From an optimization exercise on the open Yosys and OpenROAD flow, aimed at small area, a short achievable clock period and few clock cycles per item; shortcuts taken in it are not production practice. Where RTL was checked, it was by simulation tests only, not by an equivalence proof against the original. Only the layout flow was run in run 2; the RTL was not checked for function there. Power figures rest on the tool's default switching activity, not on a simulated workload.

$ cat flow/config.mk
export PLATFORM = sky130hd
export DESIGN_NAME = longest_job_first_scheduler
export DESIGN_NICKNAME = longest_job_first_scheduler
export VERILOG_FILES = /design/flow/design.v
export SDC_FILE = /design/flow/constraint.sdc
export NUM_CORES = 4
export LEC_CHECK = 0
export CAP_MARGIN = 20
export CORE_MARGIN = 4
export CORE_UTILIZATION = 40
export SLEW_MARGIN = 20
$ cat flow/constraint.sdc
create_clock -name core_clock -period 5.5 [get_ports {i_clk}]
set_input_delay 1.1000 -clock core_clock [delete_from_list [all_inputs] [get_ports {i_clk}]]
set_output_delay 1.1000 -clock core_clock [all_outputs]
set_load 0.01 [all_outputs]
$ cat flow/design.v
`timescale 1ns / 1ps
package ljf_pkg;
    localparam int IDENT_W     = 8;
    localparam int LEN_W       = 16;
    localparam int TICK_W      = 16;
    localparam int COUNT_OUT_W = 5;
    localparam int QUEUE_DEPTH = 16;
    localparam logic OP_ARRIVE = 1'b0;
    localparam logic OP_TICK   = 1'b1;
    typedef struct packed {
        logic               valid;
        logic [IDENT_W-1:0] ident;
        logic [LEN_W-1:0]   length;
        logic [TICK_W-1:0]  arrival;
    } t_entry;
    typedef struct packed {
        logic insert;
        logic pop;
    } t_cell_cmd;
endpackage
`timescale 1ns / 1ps
module ljf_cell (
    input  logic               i_clk,
    input  logic               i_rst_n,
    input  ljf_pkg::t_cell_cmd i_cmd,
    input  ljf_pkg::t_entry    i_new,
    input  ljf_pkg::t_entry    i_prev,
    input  logic               i_prev_keep,
    input  ljf_pkg::t_entry    i_next,
    output ljf_pkg::t_entry    o_entry,
    output logic               o_keep
);
    ljf_pkg::t_entry r_entry;
    ljf_pkg::t_entry n_entry;
    assign o_keep  = r_entry.valid && (r_entry.length > i_new.length);
    assign o_entry = r_entry;
    always_comb begin
        n_entry = r_entry;
        if (i_cmd.pop) begin
            n_entry = i_next;
        end else if (i_cmd.insert) begin
            if (!i_prev_keep) begin
                n_entry = i_prev;
            end else if (!o_keep) begin
                n_entry = i_new;
            end
        end
    end
    always_ff @(posedge i_clk) begin
        if (!i_rst_n) begin
            r_entry.valid <= 1'b0;
        end else begin
            r_entry.valid <= n_entry.valid;
        end
        r_entry.ident   <= n_entry.ident;
        r_entry.length  <= n_entry.length;
        r_entry.arrival <= n_entry.arrival;
    end
endmodule
`timescale 1ns / 1ps
module ljf_chain #(
    parameter int DEPTH = ljf_pkg::QUEUE_DEPTH
) (
    input  logic               i_clk,
    input  logic               i_rst_n,
    input  ljf_pkg::t_cell_cmd i_cmd,
    input  ljf_pkg::t_entry    i_new,
    output ljf_pkg::t_entry    o_head,
    output logic               o_full
);
    localparam int EW = 1 + ljf_pkg::IDENT_W + ljf_pkg::LEN_W + ljf_pkg::TICK_W;
    logic [DEPTH*EW-1:0] w_entry;
    logic [DEPTH-1:0]    w_keep;
    for (genvar g = 0; g < DEPTH; g++) begin : g_cell
        ljf_pkg::t_entry w_prev;
        ljf_pkg::t_entry w_next;
        logic            w_prev_keep;
        if (g == 0) begin : g_first
            assign w_prev      = '0;
            assign w_prev_keep = 1'b1;
        end else begin : g_mid
            assign w_prev      = w_entry[(g-1)*EW +: EW];
            assign w_prev_keep = w_keep[g-1];
        end
        if (g == DEPTH - 1) begin : g_last
            assign w_next = '0;
        end else begin : g_inner
            assign w_next = w_entry[(g+1)*EW +: EW];
        end
        ljf_cell u_cell (
            .i_clk       (i_clk),
            .i_rst_n     (i_rst_n),
            .i_cmd       (i_cmd),
            .i_new       (i_new),
            .i_prev      (w_prev),
            .i_prev_keep (w_prev_keep),
            .i_next      (w_next),
            .o_entry     (w_entry[g*EW +: EW]),
            .o_keep      (w_keep[g])
        );
    end
    ljf_pkg::t_entry w_last;
    assign o_head = w_entry[0 +: EW];
    assign w_last = w_entry[(DEPTH-1)*EW +: EW];
    assign o_full = w_last.valid;
endmodule
`timescale 1ns / 1ps
module longest_job_first_scheduler #(
    parameter int QUEUE_DEPTH = ljf_pkg::QUEUE_DEPTH
) (
    input  logic                              i_clk,
    input  logic                              i_rst_n,
    input  logic                              i_in_valid,
    output logic                              o_in_stall,
    input  logic                              i_operation,
    input  logic [ljf_pkg::IDENT_W-1:0]       i_job_ident,
    input  logic [ljf_pkg::LEN_W-1:0]         i_job_length,
    output logic                              o_out_valid,
    input  logic                              i_out_stall,
    output logic                              o_accepted,
    output logic                              o_dispatch_valid,
    output logic [ljf_pkg::IDENT_W-1:0]       o_dispatch_ident,
    output logic [ljf_pkg::TICK_W-1:0]        o_dispatch_wait,
    output logic                              o_finish_valid,
    output logic [ljf_pkg::IDENT_W-1:0]       o_finish_ident,
    output logic                              o_server_busy,
    output logic [ljf_pkg::COUNT_OUT_W-1:0]   o_waiting_count
);
    localparam int CNT_W = $clog2(QUEUE_DEPTH + 1);
    logic                         r_a_valid;
    logic                         r_a_tick;
    logic                         r_a_lenok;
    logic [ljf_pkg::IDENT_W-1:0]  r_a_ident;
    logic [ljf_pkg::LEN_W-1:0]    r_a_length;
    logic                         r_out_valid;
    logic [ljf_pkg::TICK_W-1:0]   r_tick;
    logic                         r_run_flag;
    logic                         r_run_free;    
    logic [ljf_pkg::IDENT_W-1:0]  r_run_ident;
    logic [ljf_pkg::LEN_W-1:0]    r_run_left;
    logic [CNT_W-1:0]             r_count;
    logic                         n_run_flag;
    logic [ljf_pkg::IDENT_W-1:0]  n_run_ident;
    logic [ljf_pkg::LEN_W-1:0]    n_run_left;
    logic [CNT_W-1:0]             n_count;
    logic                         r_accepted;
    logic                         r_dispatch_valid;
    logic [ljf_pkg::TICK_W-1:0]   r_dispatch_wait;
    logic                         r_finish_valid;
    logic [ljf_pkg::IDENT_W-1:0]  r_finish_ident;
    logic                         w_go;
    logic                         w_take;
    logic                         w_insert;
    logic                         w_finish;
    logic                         w_dispatch;
    logic                         w_full;
    ljf_pkg::t_entry              w_head;
    ljf_pkg::t_entry              w_new;
    ljf_pkg::t_cell_cmd           w_cmd;
    assign w_go       = r_a_valid && (!r_out_valid || !i_out_stall);
    assign o_in_stall = r_a_valid && !w_go;
    assign w_take     = i_in_valid && !o_in_stall;
    assign w_insert   = w_go && !r_a_tick && !w_full && r_a_lenok;
    assign w_finish   = w_go && r_a_tick && r_run_flag && r_run_free;
    assign w_dispatch = w_go && r_a_tick && r_run_free && w_head.valid;
    assign w_new.valid   = 1'b1;
    assign w_new.ident   = r_a_ident;
    assign w_new.length  = r_a_length;
    assign w_new.arrival = r_tick;
    assign w_cmd.insert = w_insert;
    assign w_cmd.pop    = w_dispatch;
    ljf_chain #(
        .DEPTH (QUEUE_DEPTH)
    ) u_chain (
        .i_clk   (i_clk),
        .i_rst_n (i_rst_n),
        .i_cmd   (w_cmd),
        .i_new   (w_new),
        .o_head  (w_head),
        .o_full  (w_full)
    );
    always_comb begin
        n_run_flag  = r_run_flag;
        n_run_ident = r_run_ident;
        n_run_left  = r_run_left;
        n_count     = r_count;
        if (w_insert) begin
            n_count = r_count + CNT_W'(1);
        end
        if (w_go && r_a_tick) begin
            if (w_dispatch) begin
                n_run_flag  = 1'b1;
                n_run_ident = w_head.ident;
                n_run_left  = w_head.length - ljf_pkg::LEN_W'(1);
                n_count     = r_count - CNT_W'(1);
            end else if (w_finish) begin
                n_run_flag = 1'b0;
            end else if (r_run_flag) begin
                n_run_left = r_run_left - ljf_pkg::LEN_W'(1);
            end
        end
    end
    always_ff @(posedge i_clk) begin
        if (!i_rst_n) begin
            r_a_valid   <= 1'b0;
            r_out_valid <= 1'b0;
            r_tick      <= '0;
            r_run_flag  <= 1'b0;
            r_run_free  <= 1'b1;
            r_count     <= '0;
        end else begin
            if (w_take) begin
                r_a_valid <= 1'b1;
            end else if (w_go) begin
                r_a_valid <= 1'b0;
            end
            if (w_go) begin
                r_out_valid <= 1'b1;
            end else if (!i_out_stall) begin
                r_out_valid <= 1'b0;
            end
            if (w_go && r_a_tick) begin
                r_tick <= r_tick + ljf_pkg::TICK_W'(1);
            end
            r_run_flag  <= n_run_flag;
            r_run_free  <= !n_run_flag || (n_run_left == '0);
            r_count     <= n_count;
        end
    end
    always_ff @(posedge i_clk) begin
        r_run_ident <= n_run_ident;
        r_run_left  <= n_run_left;
        if (w_take) begin
            r_a_tick   <= (i_operation == ljf_pkg::OP_TICK);
            r_a_lenok  <= (i_job_length != '0);
            r_a_ident  <= i_job_ident;
            r_a_length <= i_job_length;
        end
        if (w_go) begin
            r_accepted       <= w_insert;
            r_dispatch_valid <= w_dispatch;
            r_dispatch_wait  <= w_dispatch ? (r_tick - w_head.arrival) : '0;
            r_finish_valid   <= w_finish;
            r_finish_ident   <= w_finish ? r_run_ident : '0;
        end
    end
    assign o_out_valid      = r_out_valid;
    assign o_accepted       = r_accepted;
    assign o_dispatch_valid = r_dispatch_valid;
    assign o_dispatch_ident = r_dispatch_valid ? r_run_ident : '0;
    assign o_dispatch_wait  = r_dispatch_wait;
    assign o_finish_valid   = r_finish_valid;
    assign o_finish_ident   = r_finish_ident;
    assign o_server_busy    = r_run_flag;
    assign o_waiting_count  = ljf_pkg::COUNT_OUT_W'(r_count);
endmodule
$ cat flow/run.sh
#!/bin/bash
# synth_recipe.tcl (not shown) runs the flow's synth.tcl, then flattens the netlist and writes it again
# the make line also repeats each setting of config.mk as NAME=value (left out here)
make -C /OpenROAD-flow-scripts/flow DESIGN_CONFIG=/design/flow/config.mk WORK_HOME=/design/flow/orfs CLKGATE_MAP_FILE= SYNTH_SCRIPT=/design/flow/synth_recipe.tcl finish
==> results_dict.tcl, run 1 <==
set metrics [dict create \
    status "complete, no violations" \
    fin_cells 5639 \
    pwr_density_cell_mw_per_mm2 289 \
    cp.arrival_ns 4.73 \
    grt_usage_pct 21.8 \
    ys_types 75 \
    cts_resized 0 \
    dieArea_mm2 0.112 \
    ys_warn_count 2 \
    holdCritStartpoint "u_chain.g_cell[15].u_cell.r_entry[32]" \
    startpoint "r_a_length[10]" \
    worstSkewPairLatency_ns 0.66 \
    synth_edf_count 661 \
    wl_per_cell_um 22.1 \
    syn-cell-area_mm2 0.0427 \
    drtPass1Iterations 5 \
    syn_nets 4504 \
    synthArstFlopShare_pct 0 \
    dp.cells 5474 \
    io_pins 72 \
    finalSetupViolCount 0 \
    power_mw 13.9 \
    cts_max_level 3 \
    synthTopCellsByArea "edfxtp_1, mux2i_1, o21ai_0" \
    dpl_worst_slack_ns 1.14 \
    clockRootBuffer "clkbuf_16" \
    via_per_inst 5.68 \
    grt_max_degree 250 \
    drv_slew 0 \
    power.leakage_nw 18.2 \
    cts_setup_buffers 0 \
    ir_drop_mv 0.215 \
    die_w_um 335 \
    totalWireLength_mm 125 \
    finClkSkew_ns 0.0287 \
    end_kind "flip-flop" \
    grt_pass1_vias 31400 \
    core_area_mm2 0.106 \
    yosysMostFrequentCell "nand2_1" \
    die-height_um 335 \
    crit_type "reg2reg" \
    routabilityCongestion 0.858 \
    cts.path.max_buffers 3 \
    rr_startpoint "r_a_length[10]" \
    drc 0 \
    tns_ns 0 \
    slew_headroom_pct 31.6 \
    ys_seq_elements 758 \
    initial_core_util_pct 40.4 \
    ys.flop_type "edfxtp_1" \
    cap_violations 0 \
    placementRows 119 \
    min_period_ns 4.41 \
    netlist_instances 4214 \
    hold_violations 0 \
    cp_max_fo 23 \
    max_freq_ghz 0.227 \
    hold_class "reg2reg" \
    worstSetupStartpointType "flip-flop" \
    portBuffers 71 \
    antenna_found_initial 3 \
    hold_buffers 0 \
    worstPathRequired_ns 5.82 \
    timing.final.crit_share_pct 80.2 \
    synth_top_cell_area_share_pct 46.5 \
    rsz0062_at_grt "false" \
    synth_common_cells "nand2_1, o21ai_0, edfxtp_1" \
    numCtsBuffers 89 \
    fillers 9836 \
    cts_sinks 758 \
    ant_nets 0 \
    drive_above_1_share_pct 6.33 \
    overflow 0 \
    fin_nets 4464 \
    synth-seq-area-share_pct 51.0 \
    fin_ws_ns 1.09 \
    clkTransAtPathRegs_ns 0.06 \
    postSynthAreaPerCell_um2 10.1 \
    tightest_slew_ns 1.02 \
    cts_tree "done" \
    grt_pass1_wl_mm 191 \
    initialDrtViolationCount 3073 \
    vias 32003 \
    yosys.area.top_type "edfxtp_1" \
    area_growth_pct 12.5 \
    dp_hpwl_mm 85.5 \
]
==> routing by layer <==
layer	track usage, %	up-vias	wire (µm)
met5	0	-	0
met4	7.31	0	4000
met3	3.12	192	7560
met2	34.7	983	56100
met1	30.6	15570	57100
li1	-	15258	-
==> where the power goes <==
group	internal (mW)	total, mW	switching (mW)
Clock	3.54	6.03	2.48
Sequential	6.53	6.76	0.231
Combinational	0.417	1.10	0.684
==> cell families (layout without fill, tap and decap cells) <==
logic type | after synthesis | in the layout | synth area share (%)
xor gates and xnor gates | 39 | 39 | 0.800
and+or+nand+nor | 1228 | 1228 | 12.1
DFF | 758 | 758 | 51.0
muxes | 486 | 486 | 11.4
other | 0 | 1 | 0
buffers and inverters | 369 | 402 | 3.31
AOI/OAI and AO/OA | 1073 | 1073 | 13.6
adders and majority gates | 261 | 261 | 7.67
==> area by class of cell <==
type	count	area [µm²]	share of cell area, %
clock inverter	45	488	1.02
sequential	758	21800	45.4
tap	1391	1740	3.62
multi-input combinational	3087	19700	41.0
inverter	72	278	0.578
timing repair buffer	166	1570	3.28
antenna	1	2.50	0.00521
clock buffer	119	2440	5.08
==> cell usage in the layout (no fill, tap or decap), drive strengths merged, types with 15 or more instances in the layout <==
master | synthesis | final
clkbuf | 265 | 119
inv | 55 | 59
nor2b | 31 | 31
nor2 | 212 | 212
a21o | 21 | 21
ha | 260 | 260
nand3 | 32 | 32
xor2 | 23 | 23
clkdlybuf4s50 | 0 | 71
xnor2 | 16 | 16
nor3 | 26 | 26
clkinv | 17 | 46
a21oi | 239 | 239
dfxtp | 97 | 97
and3 | 15 | 15
nand2 | 787 | 787
edfxtp | 661 | 661
and2 | 16 | 16
mux2i | 485 | 485
buf | 32 | 95
nand4 | 51 | 51
o21ai | 694 | 694
o21a | 17 | 17
==> state kept, by name, indices dropped and copies added, names as in the netlist, 5 cells and up <==
register and cells:
r_a_ident 8, r_a_length 16, r_count 5, r_dispatch_wait 16, r_finish_ident 8, r_run_ident 8
r_run_left 16, r_tick 16, u_chain.g_cell.u_cell.r_entry 656
==> worst max-delay path, cell delays in order (launching register included) <==
cell	delay, ns
edfxtp_1	0.72
clkinv_1	0.21
buf_4	0.30
ha_1	0.33
nand2_1	0.07
nor2_1	0.04
a211oi_1	0.49
o21ai_0	0.26
o311ai_4	0.42
buf_4	0.50
o21ai_0	0.22
nand2_2	0.12
buf_4	0.34
==> stage by stage <==
step	utilization, %	area [µm²]	hold WS [ns]
after floorplan	-	42700	0.425
after global placement	42.7	45100	0.433
after detailed placement	42.7	45100	0.441
after CTS	45.5	48000	0.455
after global routing	45.5	48000	0.475
final	45.5	48000	0.450
==> worst paths after layout <==
check	endpoint	slack, ns	cells after the start
max	u_chain.g_cell[11].u_cell.r_entry[31]	1.09	12
min	u_chain.g_cell[15].u_cell.r_entry[32]	0.45	2
max reg2reg	u_chain.g_cell[11].u_cell.r_entry[31]	1.09	12
min reg2reg	u_chain.g_cell[15].u_cell.r_entry[32]	0.45	2
Testbench counts, summed over its fixed seeds: cycles 12,016, items 12,000.
==> run 2: changes to the inputs <==
--- a/flow/design.v
+++ b/flow/design.v
@@ -127,15 +127,9 @@
     output logic [ljf_pkg::COUNT_OUT_W-1:0]   o_waiting_count
 );
     localparam int CNT_W = $clog2(QUEUE_DEPTH + 1);
-    logic                         r_a_valid;
-    logic                         r_a_tick;
-    logic                         r_a_lenok;
-    logic [ljf_pkg::IDENT_W-1:0]  r_a_ident;
-    logic [ljf_pkg::LEN_W-1:0]    r_a_length;
     logic                         r_out_valid;
     logic [ljf_pkg::TICK_W-1:0]   r_tick;
     logic                         r_run_flag;
-    logic                         r_run_free;    
     logic [ljf_pkg::IDENT_W-1:0]  r_run_ident;
     logic [ljf_pkg::LEN_W-1:0]    r_run_left;
     logic [CNT_W-1:0]             r_count;
@@ -145,11 +139,12 @@
     logic [CNT_W-1:0]             n_count;
     logic                         r_accepted;
     logic                         r_dispatch_valid;
+    logic [ljf_pkg::IDENT_W-1:0]  r_dispatch_ident;
     logic [ljf_pkg::TICK_W-1:0]   r_dispatch_wait;
     logic                         r_finish_valid;
     logic [ljf_pkg::IDENT_W-1:0]  r_finish_ident;
-    logic                         w_go;
     logic                         w_take;
+    logic                         w_tick;
     logic                         w_insert;
     logic                         w_finish;
     logic                         w_dispatch;
@@ -157,15 +152,15 @@
     ljf_pkg::t_entry              w_head;
     ljf_pkg::t_entry              w_new;
     ljf_pkg::t_cell_cmd           w_cmd;
-    assign w_go       = r_a_valid && (!r_out_valid || !i_out_stall);
-    assign o_in_stall = r_a_valid && !w_go;
-    assign w_take     = i_in_valid && !o_in_stall;
-    assign w_insert   = w_go && !r_a_tick && !w_full && r_a_lenok;
-    assign w_finish   = w_go && r_a_tick && r_run_flag && r_run_free;
-    assign w_dispatch = w_go && r_a_tick && r_run_free && w_head.valid;
+    assign o_in_stall = r_out_valid;
+    assign w_take     = i_in_valid && !r_out_valid;
+    assign w_tick     = (i_operation == ljf_pkg::OP_TICK);
+    assign w_insert   = w_take && !w_tick && !w_full && (i_job_length != '0);
+    assign w_finish   = w_take && w_tick && r_run_flag && (r_run_left == '0);
+    assign w_dispatch = w_take && w_tick && (!r_run_flag || w_finish) && w_head.valid;
     assign w_new.valid   = 1'b1;
-    assign w_new.ident   = r_a_ident;
-    assign w_new.length  = r_a_length;
+    assign w_new.ident   = i_job_ident;
+    assign w_new.length  = i_job_length;
     assign w_new.arrival = r_tick;
     assign w_cmd.insert = w_insert;
     assign w_cmd.pop    = w_dispatch;
@@ -187,7 +182,7 @@
         if (w_insert) begin
             n_count = r_count + CNT_W'(1);
         end
-        if (w_go && r_a_tick) begin
+        if (w_take && w_tick) begin
             if (w_dispatch) begin
                 n_run_flag  = 1'b1;
                 n_run_ident = w_head.ident;
@@ -202,43 +197,32 @@
     end
     always_ff @(posedge i_clk) begin
         if (!i_rst_n) begin
-            r_a_valid   <= 1'b0;
             r_out_valid <= 1'b0;
             r_tick      <= '0;
             r_run_flag  <= 1'b0;
-            r_run_free  <= 1'b1;
+            r_run_ident <= '0;
+            r_run_left  <= '0;
             r_count     <= '0;
         end else begin
             if (w_take) begin
-                r_a_valid <= 1'b1;
-            end else if (w_go) begin
-                r_a_valid <= 1'b0;
-            end
-            if (w_go) begin
                 r_out_valid <= 1'b1;
             end else if (!i_out_stall) begin
                 r_out_valid <= 1'b0;
             end
-            if (w_go && r_a_tick) begin
+            if (w_take && w_tick) begin
                 r_tick <= r_tick + ljf_pkg::TICK_W'(1);
             end
             r_run_flag  <= n_run_flag;
-            r_run_free  <= !n_run_flag || (n_run_left == '0);
+            r_run_ident <= n_run_ident;
+            r_run_left  <= n_run_left;
             r_count     <= n_count;
         end
     end
     always_ff @(posedge i_clk) begin
-        r_run_ident <= n_run_ident;
-        r_run_left  <= n_run_left;
         if (w_take) begin
-            r_a_tick   <= (i_operation == ljf_pkg::OP_TICK);
-            r_a_lenok  <= (i_job_length != '0);
-            r_a_ident  <= i_job_ident;
-            r_a_length <= i_job_length;
-        end
-        if (w_go) begin
             r_accepted       <= w_insert;
             r_dispatch_valid <= w_dispatch;
+            r_dispatch_ident <= w_dispatch ? w_head.ident : '0;
             r_dispatch_wait  <= w_dispatch ? (r_tick - w_head.arrival) : '0;
             r_finish_valid   <= w_finish;
             r_finish_ident   <= w_finish ? r_run_ident : '0;
@@ -247,7 +231,7 @@
     assign o_out_valid      = r_out_valid;
     assign o_accepted       = r_accepted;
     assign o_dispatch_valid = r_dispatch_valid;
-    assign o_dispatch_ident = r_dispatch_valid ? r_run_ident : '0;
+    assign o_dispatch_ident = r_dispatch_ident;
     assign o_dispatch_wait  = r_dispatch_wait;
     assign o_finish_valid   = r_finish_valid;
     assign o_finish_ident   = r_finish_ident;
==> run 2 against run 1 <==
  * Still clean on timing, DRC and antenna
  * Routed wire length up 17%
  * Total power up 8.8%
  * Worst setup slack worse by 0.0046 ns
  * Utilization up 0.071 points
  * Synthesized cell count down 1.0%
  * Cell area up 0.30%
  * Largest power group unchanged
==> results_dict.tcl, run 2 <==
set metrics [dict create \
    ys_types 81 \
    fin_cells 5601 \
    startpoint "i_job_length[4]" \
    area_growth_pct 12.5 \
    rsz0062_at_grt "false" \
    reg2reg_depth 13 \
    drc 0 \
    cp_max_fo 28 \
    synthTopCellsByArea "edfxtp_1, mux2i_1, ha_1" \
    die_w_um 335 \
    muxShareOfSynthArea_pct 7.78 \
    crit_type "in2reg" \
    cts_max_level 3 \
    cts.path.max_buffers 3 \
    cpLargestDelayFamily "compound AO/OA/AOI/OAI gates" \
    clockRootBuffer "clkbuf_16" \
    cap_violations 0 \
    grtUsageMet1_pct 35.4 \
    tns_ns 0 \
    largest_reg_flops 656 \
    synth-seq-area-share_pct 49.4 \
    cts_sinks 738 \
    synth_top_family_by_area "compound AO/OA/AOI/OAI gates" \
    min_period_ns 4.41 \
    synth_compound_area_share_pct 17.4 \
    worstPathRequired_ns 5.78 \
    ys.flop_type "edfxtp_1" \
    grt_busiest_layer "met2" \
    finClkSkew_ns 0.0468 \
    vias 34660 \
    slew_headroom_pct 30.0 \
    power_mw 15.1 \
    synth_edf_count 635 \
    grt_max_degree 228 \
    rr_startpoint "r_run_left[5]" \
    initialDrtViolationCount 4010 \
    totalWireLength_mm 146 \
    hold_buffers 0 \
    fillers 9858 \
    wl_per_cell_um 26.1 \
    worstSkewPairLatency_ns 0.68 \
    yosys.area.top_type "edfxtp_1" \
    reg2reg_to "r_run_left[10]" \
    status "complete, no violations" \
    fin_ws_ns 1.09 \
    synthArstFlopShare_pct 0 \
    die-height_um 335 \
    worstSetupEndpoint "u_chain.g_cell[12].u_cell.r_entry[17]" \
    worstSetupStartpointType "input pin" \
    overflow 0 \
    ir_drop_mv 0.290 \
    met3_usage_pct 3.87 \
    final_cell_mix "nand2_1, edfxtp_1, o21ai_0" \
    ant_nets 0 \
    cp_slowest_cell "a31o_2" \
    antenna_found_initial 1 \
    grt_pass1_vias 33205 \
    cp.arrival_ns 4.69 \
    timing.final.crit_share_pct 80.3 \
    synthXorXnorAreaFrac_pct 0.696 \
    pwr_density_cell_mw_per_mm2 314 \
    max_freq_ghz 0.227 \
    rrSetupSlack_ns 1.46 \
    core_area_mm2 0.106 \
    postSynthAreaPerCell_um2 10.3 \
    cts_resized 0 \
    dp.cells 5442 \
    dpl_worst_slack_ns 0.479 \
    end_kind "flip-flop" \
    ys_seq_elements 738 \
    crit_chain "clkdlybuf4s50_1, inv_1, ha_1, o21a_1, o211ai_1, a211oi_1, a2111oi_0, a31o_2, o21ai_0, nand2_2, buf_4" \
    final_common_cell "nand2_1" \
    placementRows 119 \
    worst_path_largest_cell_delay_ns 0.68 \
    power.leakage_nw 19.0 \
    dieArea_mm2 0.112 \
    path_buf_inv 3 \
    dp_hpwl_mm 93.8 \
    via_per_inst 6.19 \
    hold_violations 0 \
    drv_slew 0 \
    drive_above_1_share_pct 7.91 \
    finalSetupViolCount 0 \
    synth_top_cell_area_share_pct 44.5 \
    use_met2_pct 39.1 \
    hold_class "reg2reg" \
    initial_core_util_pct 40.5 \
    synthAdderAreaFrac_pct 7.62 \
    clkTransAtPathRegs_ns 0.06 \
    yosysMostFrequentCell "nand2_1" \
    fin_nets 4427 \
    numCtsBuffers 84 \
    ys_warn_count 2 \
    portBuffers 71 \
    syn_nets 4459 \
    grt_usage_pct 25.2 \
    synth_common_cells "nand2_1, edfxtp_1, o21ai_0" \
    io_pins 72 \
    tightest_slew_ns 1.05 \
    synthSimpleGateAreaFrac_pct 13.2 \
    cts_tree "done" \
    drtPass1Iterations 6 \
    syn-cell-area_mm2 0.0428 \
    cp.depth 11 \
    netlist_instances 4170 \
    regMostFlops "u_chain.g_cell.u_cell.r_entry" \
    grt_pass1_wl_mm 216 \
    routabilityCongestion 0.932 \
    cts_setup_buffers 0 \
]
## run 2: cell count changes after synthesis, sizes merged, moves of 49 or more
cell and change:
a21o +49, a21oi -89, a221o +155, a31oi +88, and2 +56, buf +69
mux2i -155, nand2 -74, nand3 +60, o211ai +65, o21ai -287
## run 2: worst register-to-register path, cell delays in order, from the launching register on
cell	delay, ns
dfxtp_1	0.34
nor3_1	0.48
and4b_1	0.55
a32oi_4	0.28
inv_8	0.18
mux2i_1	0.21
ha_1	0.32
or3b_2	0.50
nor3_1	0.34
nand2_1	0.15
nor3_1	0.19
xnor2_1	0.14
nor2_1	0.05
o21a_1	0.21
## run 2: layer usage
layer	vias up	share of wire (%)
met1	17208	43
met5	-	0.0089
met3	255	8.0
li1	15581	-
met2	1614	45
met4	2	4.0
## run 2: final cells by class
class                           instances  area (µm²)  share of cell area [%]
Sequential cell                       738       21100                    43.9
Multi-Input combinational cell       3025       20300                    42.1
Clock inverter                         38         373                   0.774
Tap cell                             1391        1740                    3.61
Inverter                               71         275                   0.571
Clock buffer                          119        2330                    4.84
Antenna cell                            1        2.50                 0.00519
Timing Repair Buffer                  218        2030                    4.21
## run 2: kinds of logic (layout without fill, tap and decap cells)
family | Yosys count | after routing
AOI/OAI and AO/OA | 1119 | 1119
muxes | 332 | 332
DFF | 738 | 738
and+or+nand+nor | 1280 | 1280
adders and majority gates | 260 | 260
other | 0 | 1
buffers and inverters | 407 | 446
xor gates and xnor gates | 34 | 34
## run 2: per-stage QoR
stage / cell area [µm²] / utilization, % / hold slack [ns]
global placement: 45400 / 43.0 / 0.472
CTS: 48100 / 45.5 / 0.489
floorplan: 42800 / - / 0.460
global route: 48200 / 45.6 / 0.508
detailed placement: 45400 / 43.0 / 0.481
finish: 48200 / 45.6 / 0.488
## run 2: how the worst min path moves through the flow
stage                                     startpoint                                    end  slack [ns]  cells after the start
2_1_floorplan  u_chain.g_cell[15].u_cell.r_entry[40]  u_chain.g_cell[15].u_cell.r_entry[40]        0.46                      2
3_3_place_gp    u_chain.g_cell[15].u_cell.r_entry[3]   u_chain.g_cell[15].u_cell.r_entry[3]        0.47                      2
3_5_place_dp    u_chain.g_cell[15].u_cell.r_entry[8]   u_chain.g_cell[15].u_cell.r_entry[8]        0.48                      2
4_1_cts         u_chain.g_cell[15].u_cell.r_entry[8]   u_chain.g_cell[15].u_cell.r_entry[8]        0.49                      2
5_1_grt         u_chain.g_cell[15].u_cell.r_entry[6]   u_chain.g_cell[15].u_cell.r_entry[6]        0.51                      2
6_report        u_chain.g_cell[15].u_cell.r_entry[9]   u_chain.g_cell[15].u_cell.r_entry[9]        0.49                      2
## run 2: where the power goes
part           switching (mW)  internal (mW)
clock network            2.50           3.13
registers               0.367           6.73
logic                    1.50          0.873

-- port drivers added, routing unchanged --
No port has a modelled driver above. Below, the same layouts with a new extraction and two added sets of constraints. Step 1: set_driving_cell puts a clkbuf_16 on i_clk and a buf_2 on each other input, an assumption about the parent block. Step 2, shift: input delay + t, output delay - t, t = (earliest + latest rising clock arrival at the registers) / 2. This alone moves slack from input paths to output paths. a / b / c = ideal / step 1 / step 2; a / b = the first two.
run	shift t [ns]	setup WS [ns]	worst setup path at the end	worst slew at a driven data input, ns	cell pins on the clock port's net
run 1	0.711	1.090 / 1.090 / 1.090	register to register	0.08	1
run 2	0.736	1.086 / 1.141 / 0.405	input to register	0.13	1
After both steps every run listed still meets setup and hold. For run 2, which loses most, drivers alone change the setup slack by +0.055 ns; drivers and shift together by -0.681 ns.
